Source: an optimization exercise on an open RTL-to-GDS flow (aim: small area). Production flows keep margins and buffers that such runs may drop. Function was checked by simulation only, so behaviour that the tests miss may differ from the original. Power is estimated from default activity; no workload was simulated.

--- design/flow/flow/run.sh ---
#!/bin/bash
# The standard layout (standard.sh), with three changes:
#  - synthesis maps the logic with an area-oriented ABC script (flow/area.abc,
#    through flow/synth.tcl); registers are as in the standard synthesis;
#  - the smallest buffer on each port instead of the one buffer_ports picks;
#  - a clock tree of small buffers without dummy loads.
set -euo pipefail
here=$(pwd)
export FLOW_ABC_SCRIPT="$here/flow/area.abc"
export BUFFER_PORTS_ARGS="-buffer_cell sky130_fd_sc_hd__buf_1"
export CTS_ARGS="-sink_clustering_enable -repair_clock_nets -dont_use_dummy_load -buf_list sky130_fd_sc_hd__clkbuf_4 -sink_clustering_size 10 -sink_clustering_max_diameter 50"
bash standard.sh SYNTH_SCRIPT="$here/flow/synth.tcl" finish > standard.log 2>&1
--- design/flow/flow/area.abc ---
strash
dch -f
&get -n
&dch -f
&nf -R 1000 -p
&put
strash
&get -n
&dch -f
&nf -R 1000 -p
&put
topo
--- design/flow/flow/synth.tcl ---
# The standard flow's synthesis script (synth_recipe.tcl), with ORFS's ABC step run on
# an area-oriented ABC script of our own (flow/area.abc). Everything else,
# the registers included, is as in the standard synthesis.
proc synth {args} { yosys synth -nofsm -noshare {*}$args }
proc abc {args} {
  set i [lsearch -exact $args -script]
  if {$i >= 0} { lset args [expr {$i + 1}] $::env(FLOW_ABC_SCRIPT) }
  yosys abc {*}$args
}
source $::env(SCRIPTS_DIR)/synth.tcl
# left out here: clear keep_hierarchy, flatten, clean up, hide names made inside functions, write 1_2_yosys.v
--- design/flow/standard.sh ---
#!/bin/bash
# synth_recipe.tcl (not shown) runs the flow's synth.tcl, then flattens the netlist and writes it again
# the make line also repeats each setting of config.mk as NAME=value (left out here)
make -C /OpenROAD-flow-scripts/flow DESIGN_CONFIG=/design/flow/config.mk WORK_HOME=/design/flow/orfs CLKGATE_MAP_FILE= SYNTH_SCRIPT=/design/flow/synth_recipe.tcl "${@:-finish}"
--- design/flow/config.mk ---
export PLATFORM = sky130hd
export DESIGN_NAME = skinny_core
export DESIGN_NICKNAME = skinny_core
export VERILOG_FILES = /design/flow/design.v
export SDC_FILE = /design/flow/constraint.sdc
export NUM_CORES = 4
export LEC_CHECK = 0
export ABC_AREA = 1
export CAP_MARGIN = 20
export CORE_MARGIN = 2
export CORE_UTILIZATION = 45
export PLACE_DENSITY = 0.75
export SLEW_MARGIN = 20
--- design/flow/constraint.sdc ---
create_clock -name core_clock -period 4.5 [get_ports {clk}]
set_input_delay 0.9000 -clock core_clock [delete_from_list [all_inputs] [get_ports {clk}]]
set_output_delay 0.9000 -clock core_clock [all_outputs]
set_load 0.01 [all_outputs]
--- design/flow/design.v ---
`default_nettype none
package skinny_data_pkg;
   typedef logic [128-1:0] block_t;
   typedef logic [8-1:0] cell_t;
   typedef logic [6-1:0] rc_t;
   typedef struct packed {
      block_t tk1;  
      block_t tk2;  
      block_t tk3;  
   } tweakey_t;
endpackage
`default_nettype wire
`default_nettype none
package skinny_ctrl_pkg;
   typedef enum logic [1:0] {
      st_idle,
      st_run,
      st_done
   } ctrl_state_t;
   typedef logic [6-1:0] round_t;
endpackage
`default_nettype wire
`timescale 1ns/10ps
`default_nettype none
module skinny_round_ctrl (
   input  wire logic clk,
   input  wire logic rst,
   input  wire logic start,
   input  wire logic last_round,
   output logic      busy,
   output logic      idle,
   output logic      pol,
   output logic      done,
   output logic      round_end,
   output logic      s_hold,
   output logic      s_sbox,
   output logic      s_art,
   output logic      s_c0,
   output logic      s_c1,
   output logic      s_c2,
   output logic      s_tap4,
   output logic      s_tap8,
   output logic      s_tap12,
   output logic      k_hold,
   output logic      k_lfsr
);
   localparam int ROUND_CYC = 87;
   logic [6:0] t;
   logic       busy_nxt;
   logic       rpar;
   assign pol = t[0] ^ rpar ^ 1'b1;
   assign round_end = (t == 7'd87);
   always_ff @(posedge clk) begin
      if (rst) begin
         busy <= 1'b0;
         idle <= 1'b1;
         done <= 1'b0;
      end else begin
         busy <= busy_nxt;
         idle <= !busy_nxt;
         done <= busy && round_end && last_round;
      end
   end
   assign busy_nxt = busy ? !(round_end && last_round) : (start && !done);
   always_ff @(posedge clk) begin
      if (!busy) begin
         rpar <= 1'b0;
      end else if (round_end) begin
         rpar <= !rpar;
      end
   end
   always_ff @(posedge clk) begin
      if (!busy) begin
         t <= 7'd0;
      end else if (round_end) begin
         t <= 7'd1;
      end else begin
         t <= t + 1'b1;
      end
   end
   always_comb begin
      s_sbox  = (t >= 7'd1 && t <= 7'd16);
      s_art   = (t >= 7'd1 && t <= 7'd8);
      s_c0    = (t == 7'd1);
      s_c1    = (t == 7'd5);
      s_c2    = (t == 7'd12);
      s_hold  = (t >= 7'd9 && t <= 7'd11) ||
                (t >= 7'd13 && t <= 7'd15) ||
                (t >= 7'd24 && t <= 7'd35) ||
                (t >= 7'd40 && t <= 7'd42);
      s_tap4  = (t >= 7'd76 && t <= 7'd79) ||
                (t >= 7'd84 && t <= 7'd87);
      s_tap8  = (t >= 7'd56 && t <= 7'd63) ||
                (t >= 7'd68 && t <= 7'd71) ||
                (t >= 7'd80 && t <= 7'd83);
      s_tap12 = (t >= 7'd64 && t <= 7'd67) ||
                (t >= 7'd72 && t <= 7'd75);
      k_hold  = (t == 7'd9) ||
                (t >= 7'd12 && t <= 7'd14) ||
                (t >= 7'd28 && t <= 7'd29) ||
                (t == 7'd43) ||
                (t >= 7'd48 && t <= 7'd56);
      k_lfsr  = (t >= 7'd1 && t <= 7'd8);
   end
endmodule
`default_nettype wire
`timescale 1ns/10ps
`default_nettype none
module skinny_round_counter (
   input  wire logic            clk,
   input  wire logic            busy,
   input  wire logic            round_end,
   output skinny_data_pkg::rc_t rc,
   output logic                 last_round
);
   localparam skinny_data_pkg::rc_t RC_LAST = 6'h1A;
   assign last_round = (rc == RC_LAST);
   always_ff @(posedge clk) begin
      if (!busy) begin
         rc <= 6'h01;
      end else if (round_end) begin
         rc <= {rc[4:0], rc[5] ^ rc[4] ^ 1'b1};
      end
   end
endmodule
`default_nettype wire
`timescale 1ns/10ps
`default_nettype none
module skinny_sbox_layer (
   input  wire logic [7:0] state_in,
   output logic [7:0]      state_out
);
   function automatic logic cfn(input logic x, input logic y, input logic z);
      cfn = ~(x | y) ^ z;
   endfunction
   logic [7:0] si;
   logic [7:0] a;
   assign si   = state_in;
   assign a[0] = cfn(si[7], si[6], si[4]);
   assign a[1] = cfn(si[3], si[2], si[0]);
   assign a[2] = cfn(si[2], si[1], si[6]);
   assign a[3] = cfn(a[0], a[1], si[5]);
   assign a[4] = cfn(a[1], si[3], si[1]);
   assign a[5] = cfn(a[2], a[3], si[7]);
   assign a[6] = cfn(a[3], a[0], si[3]);
   assign a[7] = cfn(a[4], a[5], si[2]);
   assign state_out = {a[3], a[0], a[1], a[6], a[4], a[2], a[5], a[7]};
endmodule
`default_nettype wire
`timescale 1ns/10ps
`default_nettype none
module skinny_round_datapath (
   input  wire logic                   clk,
   input  wire logic                   busy,
   input  wire logic                   idle,
   input  wire logic                   pol,
   input  wire logic                   hold,
   input  wire logic                   sbox_en,
   input  wire logic                   art,
   input  wire logic                   c0,
   input  wire logic                   c1,
   input  wire logic                   c2,
   input  wire logic                   tap4,
   input  wire logic                   tap8,
   input  wire logic                   tap12,
   input  wire skinny_data_pkg::rc_t    rc,
   input  wire logic [7:0]             tk_x,
   input  wire skinny_data_pkg::block_t plaintext,
   output skinny_data_pkg::block_t      ciphertext
);
   logic [7:0] s [16];
   logic [7:0] src;
   logic [7:0] sb;
   logic [7:0] add;
   logic [7:0] nxt;
   logic [7:0] sb_in;
   logic       fix;
   assign src   = hold ? s[1] : s[0];
   assign sb_in = src ^ {8{pol}};
   skinny_sbox_layer u_sbox (
      .state_in  (sb_in),
      .state_out (sb)
   );
   assign fix = pol & ((sbox_en & !art) | tap4 | tap8 | tap12);
   logic [7:0] aux;
   logic [7:0] cst;
   assign aux = (tk_x & {8{art}}) | (s[4] & {8{tap4}}) | (s[8] & {8{tap8}}) |
                (s[12] & {8{tap12}});
   assign cst = {8{fix}} ^
                (c0 ? {4'h0, rc[3:0]} : 8'h00) ^
                (c1 ? {6'h0, rc[5:4]} : 8'h00) ^
                {6'h0, c2, 1'b0};
   assign add = aux ^ cst;
   assign nxt = (sbox_en ? sb : src) ^ add;
   function automatic logic [7:0] stage(input logic b, input logic nb,
                                        input logic [7:0] d, input logic [7:0] p);
      stage = ~((d | {8{nb}}) & (p | {8{b}}));
   endfunction
   logic hb, nhb;
   assign hb  = busy & hold;
   assign nhb = busy & !hold;
   always_ff @(posedge clk) begin
      s[0] <= ~((s[0] & {8{hb}}) | (s[1] & {8{nhb}}) | (plaintext[7:0] & {8{idle}}));
      for (int i = 1; i < 15; i++) begin
         s[i] <= stage(busy, idle, s[i+1], plaintext[135-8*i -: 8]);
      end
      s[15] <= stage(busy, idle, nxt, plaintext[15:8]);
   end
   for (genvar i = 0; i < 16; i++) begin : g_out
      assign ciphertext[127-8*i -: 8] = s[i];
   end
endmodule
`default_nettype wire
`timescale 1ns/10ps
`default_nettype none
module skinny_tweakey_schedule (
   input  wire logic                     clk,
   input  wire logic                     busy,
   input  wire logic                     idle,
   input  wire logic                     hold,
   input  wire logic                     lfsr,
   input  wire logic                     pol,
   input  wire skinny_data_pkg::tweakey_t tweakey,
   output logic [7:0]                    head_x
);
   logic [7:0] k1 [16];
   logic [7:0] k2 [16];
   logic [7:0] k3 [16];
   function automatic logic [7:0] stage(input logic b, input logic nb,
                                        input logic [7:0] d, input logic [7:0] p);
      stage = ~((d | {8{nb}}) & (p | {8{b}}));
   endfunction
   function automatic logic [7:0] lfsr2(input logic [7:0] x);
      lfsr2 = {x[6:0], x[7] ^ x[5] ^ pol};
   endfunction
   function automatic logic [7:0] lfsr3(input logic [7:0] x);
      lfsr3 = {x[0] ^ x[6] ^ pol, x[7:1]};
   endfunction
   assign head_x = k1[0] ^ k2[0] ^ k3[0];
   logic hb, nhb, lb, nlb;
   assign hb  = busy & hold;
   assign nhb = busy & !hold;
   assign lb  = busy & lfsr;
   assign nlb = busy & !lfsr;
   function automatic logic [7:0] head(input logic [7:0] h0, input logic [7:0] h1,
                                       input logic [7:0] p);
      head = ~((h0 & {8{hb}}) | (h1 & {8{nhb}}) | (p & {8{idle}}));
   endfunction
   always_ff @(posedge clk) begin
      k1[0] <= head(k1[0], k1[1], tweakey.tk1[7:0]);
      k2[0] <= head(k2[0], k2[1], tweakey.tk2[7:0]);
      k3[0] <= head(k3[0], k3[1], tweakey.tk3[7:0]);
      for (int i = 1; i < 15; i++) begin
         k1[i] <= stage(busy, idle, k1[i+1], tweakey.tk1[135-8*i -: 8]);
         if (i != 7) begin
            k2[i] <= stage(busy, idle, k2[i+1], tweakey.tk2[135-8*i -: 8]);
            k3[i] <= stage(busy, idle, k3[i+1], tweakey.tk3[135-8*i -: 8]);
         end
      end
      k2[7] <= ~((k2[8] & {8{nlb}}) | (lfsr2(k2[8]) & {8{lb}}) | (tweakey.tk2[79:72] & {8{idle}}));
      k3[7] <= ~((k3[8] & {8{nlb}}) | (lfsr3(k3[8]) & {8{lb}}) | (tweakey.tk3[79:72] & {8{idle}}));
      k1[15] <= ~((k1[0] & {8{nhb}}) | (k1[1] & {8{hb}}) |
                  (tweakey.tk1[15:8] & {8{idle}}));
      k2[15] <= ~((k2[0] & {8{nhb}}) | (k2[1] & {8{hb}}) |
                  (tweakey.tk2[15:8] & {8{idle}}));
      k3[15] <= ~((k3[0] & {8{nhb}}) | (k3[1] & {8{hb}}) |
                  (tweakey.tk3[15:8] & {8{idle}}));
   end
endmodule
`default_nettype wire
`timescale 1ns/10ps
`default_nettype none
module skinny_core (
   input  wire logic                     clk,
   input  wire logic                     rst,
   input  wire logic                     start,
   input  wire skinny_data_pkg::block_t   plaintext,
   input  wire skinny_data_pkg::tweakey_t tweakey,
   output logic                          busy,
   output logic                          done,
   output skinny_data_pkg::block_t        ciphertext
);
   logic round_end;
   logic idle;
   logic pol;
   logic last_round;
   logic s_hold, s_sbox, s_art, s_c0, s_c1, s_c2, s_tap4, s_tap8, s_tap12;
   logic k_hold, k_lfsr;
   logic [7:0] tk_x;
   skinny_data_pkg::rc_t rc;
   skinny_round_ctrl u_ctrl (
      .clk        (clk),
      .rst        (rst),
      .start      (start),
      .last_round (last_round),
      .busy       (busy),
      .idle       (idle),
      .pol        (pol),
      .done       (done),
      .round_end  (round_end),
      .s_hold     (s_hold),
      .s_sbox     (s_sbox),
      .s_art      (s_art),
      .s_c0       (s_c0),
      .s_c1       (s_c1),
      .s_c2       (s_c2),
      .s_tap4     (s_tap4),
      .s_tap8     (s_tap8),
      .s_tap12    (s_tap12),
      .k_hold     (k_hold),
      .k_lfsr     (k_lfsr)
   );
   skinny_round_counter u_counter (
      .clk        (clk),
      .busy       (busy),
      .round_end  (round_end),
      .rc         (rc),
      .last_round (last_round)
   );
   skinny_tweakey_schedule u_schedule (
      .clk     (clk),
      .busy    (busy),
      .idle    (idle),
      .hold    (k_hold),
      .pol     (pol),
      .lfsr    (k_lfsr),
      .tweakey (tweakey),
      .head_x  (tk_x)
   );
   skinny_round_datapath u_datapath (
      .clk        (clk),
      .busy       (busy),
      .idle       (idle),
      .pol        (pol),
      .hold       (s_hold),
      .sbox_en    (s_sbox),
      .art        (s_art),
      .c0         (s_c0),
      .c1         (s_c1),
      .c2         (s_c2),
      .tap4       (s_tap4),
      .tap8       (s_tap8),
      .tap12      (s_tap12),
      .rc         (rc),
      .tk_x       (tk_x),
      .plaintext  (plaintext),
      .ciphertext (ciphertext)
   );
endmodule
`default_nettype wire
==> results of run 1 <==
sequential cells by signal, indices dropped and copies added, names as in the netlist:
name,cells
u_datapath.s,128
u_ctrl.idle,1
u_counter.rc,6
u_ctrl.rpar,1
u_schedule.k2,128
u_ctrl.done,1
u_schedule.k1,128
u_schedule.k3,128
u_ctrl.busy,1
u_ctrl.t,7
power groups by stage:
stage / clock network (mW) / logic [mW] / registers, mW
floorplan: 0 / 0.558 / 5.64
global placement: 0 / 1.16 / 5.59
detailed placement: 0 / 1.19 / 5.60
CTS: 2.07 / 1.20 / 5.50
global route: 2.23 / 1.31 / 5.54
finish: 2.03 / 1.20 / 5.50
logic make-up after synthesis:
kind of cell	after synthesis	share of synthesized area, %
DFF	529	68.5
buffers and inverters	7	0.170
and+or+nand+nor	85	2.56
AOI/OAI and AO/OA	558	24.5
muxes	10	0.647
xor gates and xnor gates	55	3.11
adders and majority gates	7	0.518
path summary, 6_finish.rpt:
check / slack [ns] / cells past startpoint / endpoint / startpoint
hold reg to reg: 0.38 / 1 / u_schedule.k1[2][4] / u_schedule.k1[3][4]
setup reg to reg: 0.39 / 17 / u_datapath.s[15][0] / u_ctrl.t[1]
hold / removal: 0.21 / 2 / u_schedule.k3[11][5] / tweakey[45]
setup / recovery: 0.39 / 17 / u_datapath.s[15][0] / u_ctrl.t[1]
synth_stat cells:
| master | count | area share, % |
|---|---|---|
| and4_1 | 1 | 0.057 |
| nand2b_1 | 2 | 0.081 |
| a22o_1 | 5 | 0.28 |
| a31oi_1 | 6 | 0.24 |
| nor3_1 | 7 | 0.23 |
| nor2b_1 | 7 | 0.28 |
| mux2i_1 | 10 | 0.65 |
| a2111oi_0 | 2 | 0.11 |
| o21ai_0 | 13 | 0.42 |
| dfxtp_1 | 529 | 68 |
| xnor2_1 | 47 | 2.7 |
| clkinv_1 | 7 | 0.17 |
| o41ai_1 | 1 | 0.057 |
| o22ai_1 | 440 | 18 |
| a222oi_1 | 79 | 5.1 |
| and2_0 | 5 | 0.20 |
| xor2_1 | 8 | 0.45 |
| nand4_1 | 2 | 0.081 |
| nand2_1 | 36 | 0.87 |
| o2111ai_1 | 1 | 0.057 |
| nor4_1 | 1 | 0.040 |
| nor2_1 | 16 | 0.39 |
| a21o_1 | 1 | 0.049 |
| a22oi_1 | 1 | 0.049 |
| a21oi_1 | 7 | 0.23 |
| and3_1 | 3 | 0.12 |
| o211ai_1 | 1 | 0.049 |
| a32o_1 | 1 | 0.065 |
| nor4bb_1 | 1 | 0.065 |
| maj3_1 | 3 | 0.19 |
| ha_1 | 4 | 0.32 |
| nand3_1 | 3 | 0.097 |
| nand3b_1 | 1 | 0.049 |
cell usage in the layout, fill, tap and decap left out, types with 2 or more instances in the layout:
cell / n
xor2_1: 8
a22o_1: 5
clkinv_1: 7
xnor2_1: 46
a222oi_1: 79
a21oi_1: 7
a31oi_1: 5
o21ai_0: 13
and2_0: 4
and3_1: 3
nand2b_1: 2
nand3_1: 3
o22ai_1: 440
nor2_1: 16
clkbuf_4: 59
nor3_1: 7
ha_1: 3
nand4_1: 2
dfxtp_1: 526
nor2b_1: 5
nand2_1: 36
maj3_1: 3
buf_1: 644
buf_4: 8
dfxtp_4: 2
buf_12: 6
diode_2: 19
mux2i_1: 10
area by class of cell:
type	instances	area (sq um)
fill	2979	14500
sequential	529	10600
multi-input combinational	715	4890
timing repair buffer	659	2630
tap	448	561
clock buffer	59	443
antenna	19	47.5
inverter	7	26.3
through the flow:
step	hold slack, ns	total power, mW	instance area, sq um	setup WS, ns
6_report	0.214	8.73	19200	0.394
5_1_grt	0.173	9.09	19200	0.0287
4_1_cts	0.145	8.76	19100	0.253
3_5_place_dp	0.406	6.79	18700	0.299
3_3_place_gp	0.399	6.74	18700	0.430
2_1_floorplan	0.399	6.20	15500	0.178
layer usage:
| layer | up-vias | GRT usage, % | routed length, um |
|---|---|---|---|
| met5 | - | 0 | 39 |
| met2 | 707 | 48.9 | 26900 |
| met3 | 136 | 8.71 | 4930 |
| met4 | 6 | 14.4 | 2480 |
| met1 | 6692 | 33.2 | 20500 |
| li1 | 6566 | - | - |
what timing repair did:
| item | 4_1_cts | 5_1_grt |
|---|---|---|
| resized for setup | 0 | 3 |
| endpoints found under the setup margin | 0 | 2 |
| hold endpoints to repair | 0 | 0 |
| setup buffers | 0 | 0 |
==> results.txt, run 1 <==
- Status: timing/DRC/antenna clean
- Slowest Stage Delay on Critical Path: ~0.48 ns
- Final Max Tran Viols: 0
- Clock Sink Count: about 530
- Largest net degree at the start of global routing: 196
- Critical path arrival: about 4.7 ns
- Hpwl dp: approximately 41 mm
- Cell-internal power: ~6.3 mW
- Vias in the first global route: 13,470
- Total I/O pin count: between 600 and 700
- Sequential share of power: approximately 63%
- DR WL/cell: around 22 um
- RSZ-0062 raised after global routing: no
- Net switching power: 2.40 mW
- Inserted Clock Buffers: 59
- Total of max-cap violations: 0
- Clock share of power: a little under a quarter
- Period utilisation layout: 91.2%
- Crit path time final: between 4 and 5 ns
- CP required: around 5 ns
- H-tree depth: 2
- Most common cell on crit path: xnor2_1
- WS Path Type: flop to flop
- Crit path cell chain: ha_2 > nor3_1 > a2111oi_1 > nand3_1 > buf_4 > mux2i_1 > maj3_1 > xnor2_1 > nor2_1 > xnor2_1 > nand2b_1 > xnor2_1 > nor2_1 > xnor2_1 > o21ai_0 > xnor2_1 > o22ai_1
- Post-Syn Instances: between 1,000 and 1,500
- Final hold violations: 0
- Total Routing Usage GR: between 20% and 30%
- Setup TNS Final: 0 ns
- Hold Crit Class: primary input to flop
- Gr ovfl total: 0
- GP Congestion: about 0.95
- Maximum VDD drop: 0.306 mV
- Clock root buffer: clkbuf_4
- Dpl cells: ~2,400
- First-pass GRT wire length: 78.3 mm
- Clock insertion delay at the later pin of the skew report: 0.85 ns
- Max clock buf depth: 3
- Die width: approximately 190 um
- Antenna violations before repair: 18
- DR DRC count: 0
- Post-layout net count: ~2,500
- Kind of start point of the critical path: flop
- Setup Viol. Count Final: 0
- Worst path top cell family by delay: XOR/XNOR gates
- Die Ht: ~190 um
- Comb power frac: approximately 14%
- Initial detailed-routing violation count: roughly 1,300
- Crit path buf inv count: 1
- Leak: roughly 6.9 nW
- ANT nets after route: 0
- F_max: 244 MHz
- Sw Share: 27.5%
- Starting Density: about 46%
- Slew headroom: between 30% and 40%
- Area of the die: between 0.03 and 0.04 sq mm
- CTS tree: built
- Vias per cell: 5.79
- Crit Path Max Fanout: 10
- Slowest-stage cell, CP: dfxtp_1
- Layout overhead on the synthesized area: 24.1%
- Count of state elements after synthesis: about 530
- Post-synthesis average cell area: 12.4 sq um
- Core Util, Final: approximately 57%
- Hold Buf Count CTS: 0
- Yosys cell types: 33
- Mapped Area: around 0.015 sq mm
- Post-Route WL: around 55 mm
- FP Rows: 67
- PortBufs: around 640
- Syn_nets: between 1,500 and 2,000
- Final std cells w/o fill: 2,436
- Core area: about 0.034 sq mm
- Clock Skews: ~0.095 ns
- Clock transition at path regs: approximately 0.11 ns
- Post-synthesis sequential area ratio: between 60% and 70%
- Vias: between 10,000 and 15,000
- Layout cells sized above 1: roughly 4.3%
- Pwr dens: 455 mW/mm^2
- Slew @ Worst Pin: between 1 and 1.5 ns
- Ys Warns: 9
- CP endpoint kind: flop
- Drt first pass iters: 13
==> inputs of run 2 (changes only) <==
--- a/design/flow/config.mk
+++ b/design/flow/config.mk
@@ -7,7 +7,6 @@
 export LEC_CHECK = 0
 export ABC_AREA = 1
-export CAP_MARGIN = 20
+export CAP_MARGIN = 5
 export CORE_MARGIN = 2
 export CORE_UTILIZATION = 45
-export PLACE_DENSITY = 0.75
-export SLEW_MARGIN = 20
+export SLEW_MARGIN = 5
==> results.txt, run 2 <==
- Yosys cell types: 33
- F_max: approximately 240 MHz
- Post-synth EDFFs: 0
- Hold Buf Count CTS: 0
- Reg-to-Reg Start: u_ctrl.t[1]
- Post-synthesis mux area share: 0.647%
- Total I/O pin count: around 650
- Final hold violations: 0
- Setup TNS Final: 0 ns
- Crit Path Max Fanout: 10
- Post-Syn Instances: about 1,300
- Setup ws final: about 0.33 ns
- Reg2Reg Capture Point: u_datapath.s[15][0]
- CP endpoint kind: flop
- Core area: roughly 0.034 sq mm
- WHS Path Cells: 2
- WS Path Type: flop to flop
- Core Util, Final: 56.8%
- Worst path depth: 17
- Most common cell on crit path: xnor2_1
- Post-Synth Adder-Cell Area: less than 1%
- Critical path arrival: 4.78 ns
- Setup WS pre-CTS: approximately 0.28 ns
- First-pass GRT wire length: approximately 80 mm
- Initial detailed-routing violation count: about 1,300
- Area of the die: 0.0359 sq mm
- DR WL/cell: 23.6 um
- Clock transition at path regs: 0.11 ns
- Crit path time final: between 4 and 5 ns
- H-tree depth: 2
- R2r setup slk: 0.33 ns
- Layout overhead on the synthesized area: 23.8%
- DR DRC count: 0
- Antenna violations before repair: 15
- Clock root buffer: clkbuf_4
- Worst path top cell family by delay: XOR/XNOR gates
- Commonest non-fill, non-tap cell in the layout: buf_1
- Top post-synthesis cells by count: 529 x dfxtp_1, 440 x o22ai_1, 79 x a222oi_1, 47 x xnor2_1, 36 x nand2_1
- Crit path buf inv count: 1
- Largest family of logic cells by synthesized area: compound AO/OA/AOI/OAI gates
- PortBufs: 644
- Layout cells sized above 1: roughly 4.2%
- Top-area cell type share of the netlist area: 68.5%
- Vias per cell: roughly 5.7
- Vias: 13,905
- Synth top area cells: dfxtp_1 68%, o22ai_1 18%, a222oi_1 5.1%
- Post-layout net count: around 2,500
- Slowest-stage cell, CP: dfxtp_1
- Synth Area in Compound Gates: about 25%
- Xor/xnor share of the synthesized area: 3.11%
- Most frequent cells in the layout: 644 x buf_1, 526 x dfxtp_1, 440 x o22ai_1, 79 x a222oi_1, 59 x clkbuf_4
- Die width: 189 um
- Slew @ Worst Pin: ~1.3 ns
- Kind of start point of the critical path: flop
- Yosys top cell by area: dfxtp_1
- Slowest Stage Delay on Critical Path: roughly 0.49 ns
- Slew headroom: 14.0%
- Post-synthesis sequential area ratio: 68.5%
- Power, Total: around 8.7 mW
- Clock Sink Count: 529
- Vias in the first global route: around 13,000
- Min-delay src: tweakey[288]
- Most common cell in the netlist: dfxtp_1
- Hpwl dp: between 40 and 50 mm
- Period utilisation layout: between 90 and 100%
- Fraction of registers with async set or reset after synthesis: 0%
- Drt first pass iters: 7
- Crit path cell chain: ha_2 > nor3_1 > a2111oi_0 > nand3_1 > buf_4 > mux2i_1 > maj3_1 > xnor2_1 > nor2_1 > xnor2_1 > nand2b_1 > xnor2_1 > nor2_1 > xnor2_1 > o21ai_0 > xnor2_1 > o22ai_1
- Gr ovfl total: 0
- Starting Density: between 40% and 50%
- Setup Viol. Count Final: 0
- Post-synth top flop: dfxtp_1
- ANT nets after route: 0
- # fillers: roughly 3,100
- RSZ-0062 raised after global routing: no
- Largest net degree at the start of global routing: just over 200
- Mapped Area: roughly 0.015 sq mm
- Worst R2R Path Depth: 17
- Clock insertion delay at the later pin of the skew report: around 0.84 ns
- Max clock buf depth: 3
- Count of state elements after synthesis: between 500 and 600
- Total Routing Usage GR: 30.3%
- Die Ht: about 190 um
- Total of max-cap violations: 0
- Final Max Tran Viols: 0
- GP Congestion: about 0.9
- CTS tree: built
- Inserted Clock Buffers: between 50 and 60
- Ys Warns: 9
- Clock Skews: 0.0798 ns
- CP required: between 5 and 6 ns
- Syn_nets: between 1,500 and 2,000
- Maximum VDD drop: ~0.27 mV
- Post-Synth Simple-Gate Area: ~2.6%
- Status: timing/DRC/antenna clean
- Crit path launch: u_ctrl.t[1]
- Post-Route WL: 57.3 mm
- Post-synthesis average cell area: ~12 sq um
- Leak: 6.88 nW
- Hold Crit Class: primary input to flop
- Worst setup endpoint: u_datapath.s[15][0]
- Pwr dens: around 460 mW/mm^2
- FP Rows: 67
-- run 2: cell counts after synthesis --
No cell type changed its count.
-- run 2: worst min-delay path by stage --
stage | slack, ns | to
after floorplan | 0.40 | u_schedule.k1[10][0]
after global placement | 0.40 | u_schedule.k1[12][0]
after detailed placement | 0.40 | u_schedule.k3[9][1]
after CTS | 0.16 | u_schedule.k1[12][0]
after global routing | 0.19 | u_schedule.k2[8][5]
final | 0.23 | u_schedule.k1[12][0]
-- run 2: cell families after synthesis --
family	count (synthesis)
buffers and inverters	7
AOI/OAI and AO/OA	558
xor gates and xnor gates	55
adders and majority gates	7
DFF	529
and+or+nand+nor	85
muxes	10
-- run 2: metrics by stage --
step / std cells / instance area [sq um] / hold slack, ns
floorplan: 1251 / 15500 / 0.399
global placement: 2356 / 18700 / 0.400
detailed placement: 2356 / 18700 / 0.405
CTS: 2415 / 19100 / 0.163
global route: 2425 / 19100 / 0.188
finish: 2432 / 19100 / 0.228
-- run 2: final cells by class --
cell class / count / area, sq um / area share, %
flip-flops and latches: 529 / 10600 / 55.4
multi-input cells: 715 / 4890 / 25.5
repair buffers: 657 / 2590 / 13.5
well taps: 448 / 561 / 2.93
clock buffers: 59 / 443 / 2.31
diodes: 17 / 42.5 / 0.222
inverters: 7 / 26.3 / 0.137
-- run 2: repair_timing --
action                     in CTS  in global routing
setup buffers                   0                  0
resized for setup               0                  2
hold endpoints to repair        0                  0
setup endpoints to repair       0                  1
-- run 2: per-layer routing --
layer	vias up	global-route usage [%]	wire length, um
met1	6676	36.2	22700
met2	590	53.0	28800
met5	-	0	20
met3	89	7.60	4360
met4	4	10.3	1390
li1	6546	-	-
-- run 2: power by group --
group          leakage (nW)  switching (mW)  internal (mW)  total [mW]
logic                  2.15           0.648          0.534        1.18
registers              4.46           0.318           5.19        5.51
clock network         0.272            1.45          0.600        2.05
total                  6.88            2.42           6.33        8.74
==> inputs of run 3 (changes only) <==
--- a/design/flow/config.mk
+++ b/design/flow/config.mk
@@ -10,3 +10,4 @@
 export CORE_MARGIN = 2
 export CORE_UTILIZATION = 45
+export GPL_TIMING_DRIVEN = 0
 export SLEW_MARGIN = 5
==> results.txt, run 3 <==
- Clock insertion delay at the later pin of the skew report: 0.80 ns
- Inserted Clock Buffers: 60
- Setup ws final: roughly 0.3 ns
- Worst R2R Path Depth: 17
- Drt first pass iters: 7
- Total I/O pin count: between 600 and 700
- Initial detailed-routing violation count: roughly 1,100
- F_max: between 200 and 250 MHz
- Crit path time final: between 4 and 5 ns
- Starting Density: between 40 and 50%
- Clock Sink Count: about 530
- Synth top area cells: dfxtp_1 68%, o22ai_1 18%, a222oi_1 5.1%
- DR DRC count: 0
- Core area: about 0.034 sq mm
- Layout overhead on the synthesized area: 25.5%
- Pwr dens: 450 mW/mm^2
- Largest net degree at the start of global routing: 90
- Clock root buffer: clkbuf_4
- Setup WS pre-CTS: -0.0814 ns
- Critical path arrival: between 4 and 5 ns
- Yosys top cell by area: dfxtp_1
- Slew @ Worst Pin: between 1 and 1.5 ns
- Total Routing Usage GR: 30.0%
- Crit Path Max Fanout: 10
- Status: timing/DRC/antenna clean
- Maximum VDD drop: about 0.28 mV
- Post-Route WL: roughly 56 mm
- Reg2Reg Capture Point: u_datapath.s[15][0]
- PortBufs: around 640
- RSZ-0062 raised after global routing: no
- Layout cells sized above 1: about 4.6%
- Post-synthesis average cell area: 12.4 sq um
- Ys Warns: 9
- Clock Skews: between 0.07 and 0.08 ns
- Top post-synthesis cells by count: 529 x dfxtp_1, 440 x o22ai_1, 79 x a222oi_1, 47 x xnor2_1, 36 x nand2_1
- Vias: between 10,000 and 15,000
- Mapped Area: between 0.015 and 0.02 sq mm
- Top-area cell type share of the netlist area: about 70%
- Post-route design area: roughly 0.019 sq mm
- WHS Path Cells: 2
- Kind of start point of the critical path: flop
- Dpl cells: roughly 2,400
- GP Congestion: between 0.9 and 1
- Hold EP: u_schedule.k2[5][3]
- ANT nets after route: 0
- Final hold violations: 0
- Post-synth EDFFs: 0
- Leak: ~7 nW
- Slew headroom: 16.4%
- Antenna violations before repair: 17
- Hpwl dp: ~43 mm
- Die width: roughly 190 um
- Most common cell in the netlist: dfxtp_1
- Placed Area: roughly 0.019 sq mm
- CP endpoint kind: flop
- First-pass GRT wire length: ~80 mm
- Vias in the first global route: around 13,000
- Final std cells w/o fill: 2,442
- Final Max Tran Viols: 0
- Post-synth top flop: dfxtp_1
- Commonest non-fill, non-tap cell in the layout: buf_1
- Total of max-cap violations: 0
- Period utilisation layout: between 90% and 100%
- WS Path Type: flop to flop
- Post-Syn Instances: 1,251
- Die Ht: 189 um
- Most frequent cells in the layout: 644 x buf_1, 526 x dfxtp_1, 440 x o22ai_1, 79 x a222oi_1, 61 x clkbuf_4
- H-tree depth: 2
- CTS tree: built
- Hold Crit Class: primary input to flop
- Gr ovfl total: 0
- Yosys cell types: 33
- Reg-to-Reg Start: u_ctrl.t[1]
- FP Rows: 67
- Fraction of registers with async set or reset after synthesis: 0%
- Setup TNS Final: 0 ns
- Post-synthesis sequential area ratio: 68.5%
- Count of state elements after synthesis: 529
- Min-delay src: tweakey[219]
- CP required: 5.10 ns
- Post-layout net count: 2,497
- R2r setup slk: between 0.3 and 0.4 ns
- Clock transition at path regs: ~0.11 ns
- Syn_nets: ~1,800
- DR WL/cell: ~23 um
- Max clock buf depth: 3
- Vias per cell: between 5 and 6
- Setup Viol. Count Final: 0
- Area of the die: 0.0359 sq mm
run 3: cells by family (layout without fill, tap and decap cells):
kind of cell / after synthesis / after routing / share of synthesized area [%]
multiplexers: 10 / 10 / 0.647
XOR/XNOR: 55 / 55 / 3.11
AO/OA/AOI/OAI: 558 / 558 / 24.5
AND/OR/NAND/NOR: 85 / 85 / 2.56
buffers and inverters: 7 / 732 / 0.170
adder cells (fa/ha/maj): 7 / 7 / 0.518
other: 0 / 18 / 0
flip-flops: 529 / 529 / 68.5
run 3: metrics by stage:
step / utilization, % / hold WS (ns) / power, mW
floorplan: - / 0.399 / 6.20
global placement: 54.8 / 0.400 / 6.75
detailed placement: 56.0 / 0.406 / 6.79
CTS: 57.3 / 0.189 / 8.80
global route: 57.5 / 0.211 / 9.14
finish: 57.6 / 0.258 / 8.73
run 3: power by group:
| group | leakage (nW) | internal (mW) | switching (mW) |
|---|---|---|---|
| Sequential | 4.46 | 5.19 | 0.294 |
| Combinational | 2.26 | 0.555 | 0.652 |
| Clock | 0.276 | 0.609 | 1.43 |
| Total | 7.00 | 6.36 | 2.37 |
run 3: worst max-delay path by stage:
stage,from,to,slack [ns],depth (start not counted)
detailed placement,u_ctrl.t[0],u_datapath.s[15][0],-0.08,16
finish,u_ctrl.t[1],u_datapath.s[15][0],0.30,17
global route,u_ctrl.t[1],u_datapath.s[15][0],0.02,17
global placement,u_ctrl.busy,u_schedule.k3[15][6],-2.05,2
CTS,u_ctrl.t[0],u_datapath.s[15][0],0.03,16
floorplan,u_ctrl.busy,u_schedule.k1[0][0],0.18,2
run 3: area by class of cell:
| class | count | area, sq um |
|---|---|---|
| tap | 448 | 561 |
| antenna | 18 | 45.0 |
| clock buffer | 60 | 450 |
| fill | 3192 | 14300 |
| multi-input combinational | 715 | 4890 |
| sequential | 529 | 10600 |
| timing repair buffer | 665 | 2840 |
| inverter | 7 | 26.3 |
run 3: repair_timing:
| item | 4_1_cts | 5_1_grt |
|---|---|---|
| pin swaps | 0 | 1 |
| setup endpoints to repair | 1 | 1 |
| setup buffers | 0 | 4 |
| resized for setup | 2 | 1 |
| hold buffers | 0 | 0 |
run 3: per-layer routing:
metal,GRT usage (%),wire (um)
met5,0,57
met4,9.54,1280
met3,7.95,4610
met2,52.6,28500
met1,35.9,21800
run 3: worst max-delay path, stage by stage, from the launching register on:
cell,delay (ns)
dfxtp_1,0.51
ha_2,0.37
nor3_1,0.07
a2111oi_0,0.47
nand3_2,0.11
buf_4,0.20
mux2i_1,0.20
maj3_1,0.39
xnor2_1,0.32
nor2_1,0.10
xnor2_1,0.28
nand2b_1,0.12
xnor2_1,0.20
nor2_1,0.07
xnor2_1,0.13
o21ai_0,0.24
xnor2_1,0.17
o22ai_1,0.10
==> inputs of run 4 (changes only) <==
--- a/design/flow/config.mk
+++ b/design/flow/config.mk
@@ -10,4 +10,4 @@
 export CORE_MARGIN = 2
 export CORE_UTILIZATION = 45
-export GPL_TIMING_DRIVEN = 0
+export PLACE_DENSITY = 0.65
 export SLEW_MARGIN = 5
==> results.txt, run 4 <==
- Final std cells w/o fill: between 2,000 and 2,500
- DR WL/cell: roughly 23 um
- Maximum VDD drop: roughly 0.30 mV
- Max clock buf depth: 3
- Vias per cell: between 5 and 6
- Post-Syn Instances: roughly 1,300
- CP required: 5.07 ns
- RSZ-0062 raised after global routing: no
- Clock root buffer: clkbuf_4
- Total of max-cap violations: 0
- Core area: about 0.034 sq mm
- CP endpoint kind: flop
- Most frequent cells in the layout: 644 x buf_1, 526 x dfxtp_1, 440 x o22ai_1, 79 x a222oi_1, 60 x clkbuf_4
- Period utilisation layout: roughly 90%
- Initial detailed-routing violation count: approximately 1,200
- Total Routing Usage GR: between 20% and 30%
- Met2 wire length: between 20 and 30 mm
- Yosys cell types: 33
- Post-Route WL: roughly 55 mm
- Setup TNS Final: 0 ns
- Worst path depth: 18
- Clock Sink Count: 529
- Reg-to-Reg Start: u_ctrl.t[1]
- Post-synth EDFFs: 0
- Crit Path Max Fanout: 10
- Crit path cell chain: ha_1 > buf_4 > nor3_1 > a2111oi_1 > nand3_1 > buf_4 > mux2i_1 > maj3_1 > xnor2_2 > nor2_1 > xnor2_1 > nand2b_1 > xnor2_1 > nor2_1 > xnor2_1 > o21ai_0 > xnor2_1 > o22ai_1
- Layout overhead on the synthesized area: 23.9%
- F_max: 246 MHz
- Slew headroom: about 17%
- Antenna violations before repair: 14
- Die Ht: ~190 um
- Yosys top cell by area: dfxtp_1
- Synth top area cells: dfxtp_1 68%, o22ai_1 18%, a222oi_1 5.1%
- Layout cells sized above 1: under 10%
- Reg2Reg Capture Point: u_datapath.s[15][0]
- Status: timing/DRC/antenna clean
- Hold Buf Count CTS: 0
- # fillers: roughly 3,100
- Dpl cells: approximately 2,400
- Top-area cell type share of the netlist area: between 60% and 70%
- Area of the die: between 0.03 and 0.04 sq mm
- Hold Crit Class: primary input to flop
- Worst path top cell family by delay: XOR/XNOR gates
- Vias in the first global route: between 10,000 and 15,000
- Top post-synthesis cells by count: 529 x dfxtp_1, 440 x o22ai_1, 79 x a222oi_1, 47 x xnor2_1, 36 x nand2_1
- GP Congestion: roughly 0.89
- Hpwl dp: 41.1 mm
- Leak: between 6 and 7 nW
- M1 WL: between 20 and 25 mm
- Top Layer Used: met4
- Post-synthesis sequential area ratio: ~68%
- Met3 wire len: ~4.8 mm
- First-pass GRT wire length: between 70 and 80 mm
- Final Max Tran Viols: 0
- Slowest Stage Delay on Critical Path: roughly 0.47 ns
- Drt first pass iters: 9
- Crit path buf inv count: 2
- Fraction of registers with async set or reset after synthesis: 0%
- Mapped Area: roughly 0.015 sq mm
- Clock Skews: 0.0958 ns
- Largest net degree at the start of global routing: roughly 230
- R2r setup slk: around 0.43 ns
- Clock insertion delay at the later pin of the skew report: 0.78 ns
- Worst R2R Path Depth: 18
- Inserted Clock Buffers: 60
- PortBufs: about 640
- Ys Warns: 9
- DR DRC count: 0
- Setup bufs post-CTS: 0
- Min-delay src: tweakey[224]
- Count of state elements after synthesis: between 500 and 600
- Critical path arrival: about 4.6 ns
- Starting Density: a little under half
- Most common cell in the netlist: dfxtp_1
- Pwr dens: around 460 mW/mm^2
- Kind of start point of the critical path: flop
- FP Rows: 67
- Crit path time final: 4.07 ns
- Post-synthesis average cell area: roughly 12 sq um
- ANT nets after route: 0
- Setup Viol. Count Final: 0
- Post-layout net count: around 2,500
- Commonest non-fill, non-tap cell in the layout: buf_1
- Vias: about 14,000
- Most common cell on crit path: xnor2_1
- Die width: 189 um
- Gr ovfl total: 0
- Syn_nets: 1,770
- CTS resizes: 0
- Slowest-stage cell, CP: dfxtp_1
- H-tree depth: 2
- Clock transition at path regs: ~0.11 ns
- Slew @ Worst Pin: 1.25 ns
- Final hold violations: 0
- WS Path Type: flop to flop
- Total I/O pin count: roughly 650
- Crit path launch: u_ctrl.t[1]
- Worst setup endpoint: u_datapath.s[15][0]
- CTS tree: built
- Post-synth top flop: dfxtp_1
-- run 4: cell types whose count changed in the layout (fill, tap and decap cells not counted) --
cell / previous run / this run
nand3_2: 1 / 0
a2111oi_0: 2 / 1
buf_12: 0 / 6
buf_16: 13 / 0
buf_4: 7 / 8
a2111oi_1: 0 / 1
xnor2_2: 1 / 2
nand3_1: 2 / 3
diode_2: 18 / 19
ha_1: 3 / 4
xnor2_1: 46 / 45
ha_2: 1 / 0
clkbuf_4: 61 / 60
-- run 4: layer usage --
layer,track usage [%],up-vias
met5,0,-
met4,14.2,0
met1,34.0,6559
met2,48.4,585
met3,8.86,117
li1,-,6560
-- run 4: how the worst min path moves through the flow --
| stage | slack [ns] | cells after the start | to |
|---|---|---|---|
| 2_1_floorplan | 0.40 | 1 | u_schedule.k1[10][0] |
| 3_3_place_gp | 0.40 | 1 | u_schedule.k1[5][0] |
| 3_5_place_dp | 0.40 | 1 | u_schedule.k1[13][2] |
| 4_1_cts | 0.21 | 2 | u_schedule.k2[4][0] |
| 5_1_grt | 0.23 | 2 | u_schedule.k2[4][0] |
| 6_report | 0.28 | 2 | u_schedule.k2[4][0] |
-- run 4: final cells by class --
| class | instances | area, sq um | share of cell area [%] |
|---|---|---|---|
| sequential | 529 | 10600 | 55.3 |
| multi-input combinational | 715 | 4890 | 25.5 |
| timing repair buffer | 658 | 2600 | 13.5 |
| tap | 448 | 561 | 2.92 |
| clock buffer | 60 | 450 | 2.35 |
| antenna | 19 | 47.5 | 0.248 |
| inverter | 7 | 26.3 | 0.137 |
-- run 4: kinds of logic after synthesis --
logic type	after synthesis	share of synthesized area, %
mux	10	0.647
simple gates	85	2.56
compound gates	558	24.5
flops	529	68.5
xor+xnor	55	3.11
fa+ha+maj	7	0.518
buf+inv	7	0.170
-- run 4: through the flow --
stage | total power [mW] | area (sq um) | worst slack (ns) | util [%] | hold slack (ns)
2_1_floorplan | 6.20 | 15500 | 0.178 | - | 0.399
3_3_place_gp | 6.74 | 18700 | 0.473 | 55.4 | 0.400
3_5_place_dp | 6.77 | 18700 | 0.305 | 55.4 | 0.405
4_1_cts | 8.77 | 19100 | 0.265 | 56.7 | 0.212
5_1_grt | 9.10 | 19200 | 0.0301 | 56.9 | 0.229
6_report | 8.73 | 19200 | 0.431 | 56.9 | 0.277
-- run 4: report_power, final --
part / total, mW / switching, mW / internal, mW
Combinational: 1.19 / 0.653 / 0.536
Clock: 2.04 / 1.43 / 0.610
Sequential: 5.50 / 0.301 / 5.19
Total: 8.73 / 2.39 / 6.34

==> separate check: timing with driven ports <==
No port has a modelled driver above. Below, the same layouts with a new extraction and two added sets of constraints. Step 1 assumes that a clkbuf_16 drives the clock port and a buf_2 every other input. Step 2 moves the port delays by t, midway between the first and last clock arrival at a register: inputs arrive t later, outputs are due t later. That takes back most of the time a late clock gives input paths. a / b / c = no drivers / after step 1 / after step 2; a / b = the first two.
run | t (ns) | setup slack, ns | hold WS [ns] | latest minus earliest clock arrival (ns) | worst slew at a driven data input, ns
run 1 | 0.839 | 0.394 / 0.394 / 0.394 | 0.214 / 0.192 / 0.376 | 0.121 / 0.122 | 0.18
run 2 | 0.837 | 0.329 / 0.329 / 0.329 | 0.228 / 0.211 / 0.366 | 0.086 / 0.087 | 0.16
run 3 | 0.800 | 0.301 / 0.301 / 0.301 | 0.258 / 0.238 / 0.374 | 0.098 / 0.098 | 0.17
run 4 | 0.781 | 0.431 / 0.431 / 0.431 | 0.277 / 0.264 / 0.367 | 0.103 / 0.103 | 0.26
After both steps every run listed still meets setup and hold.
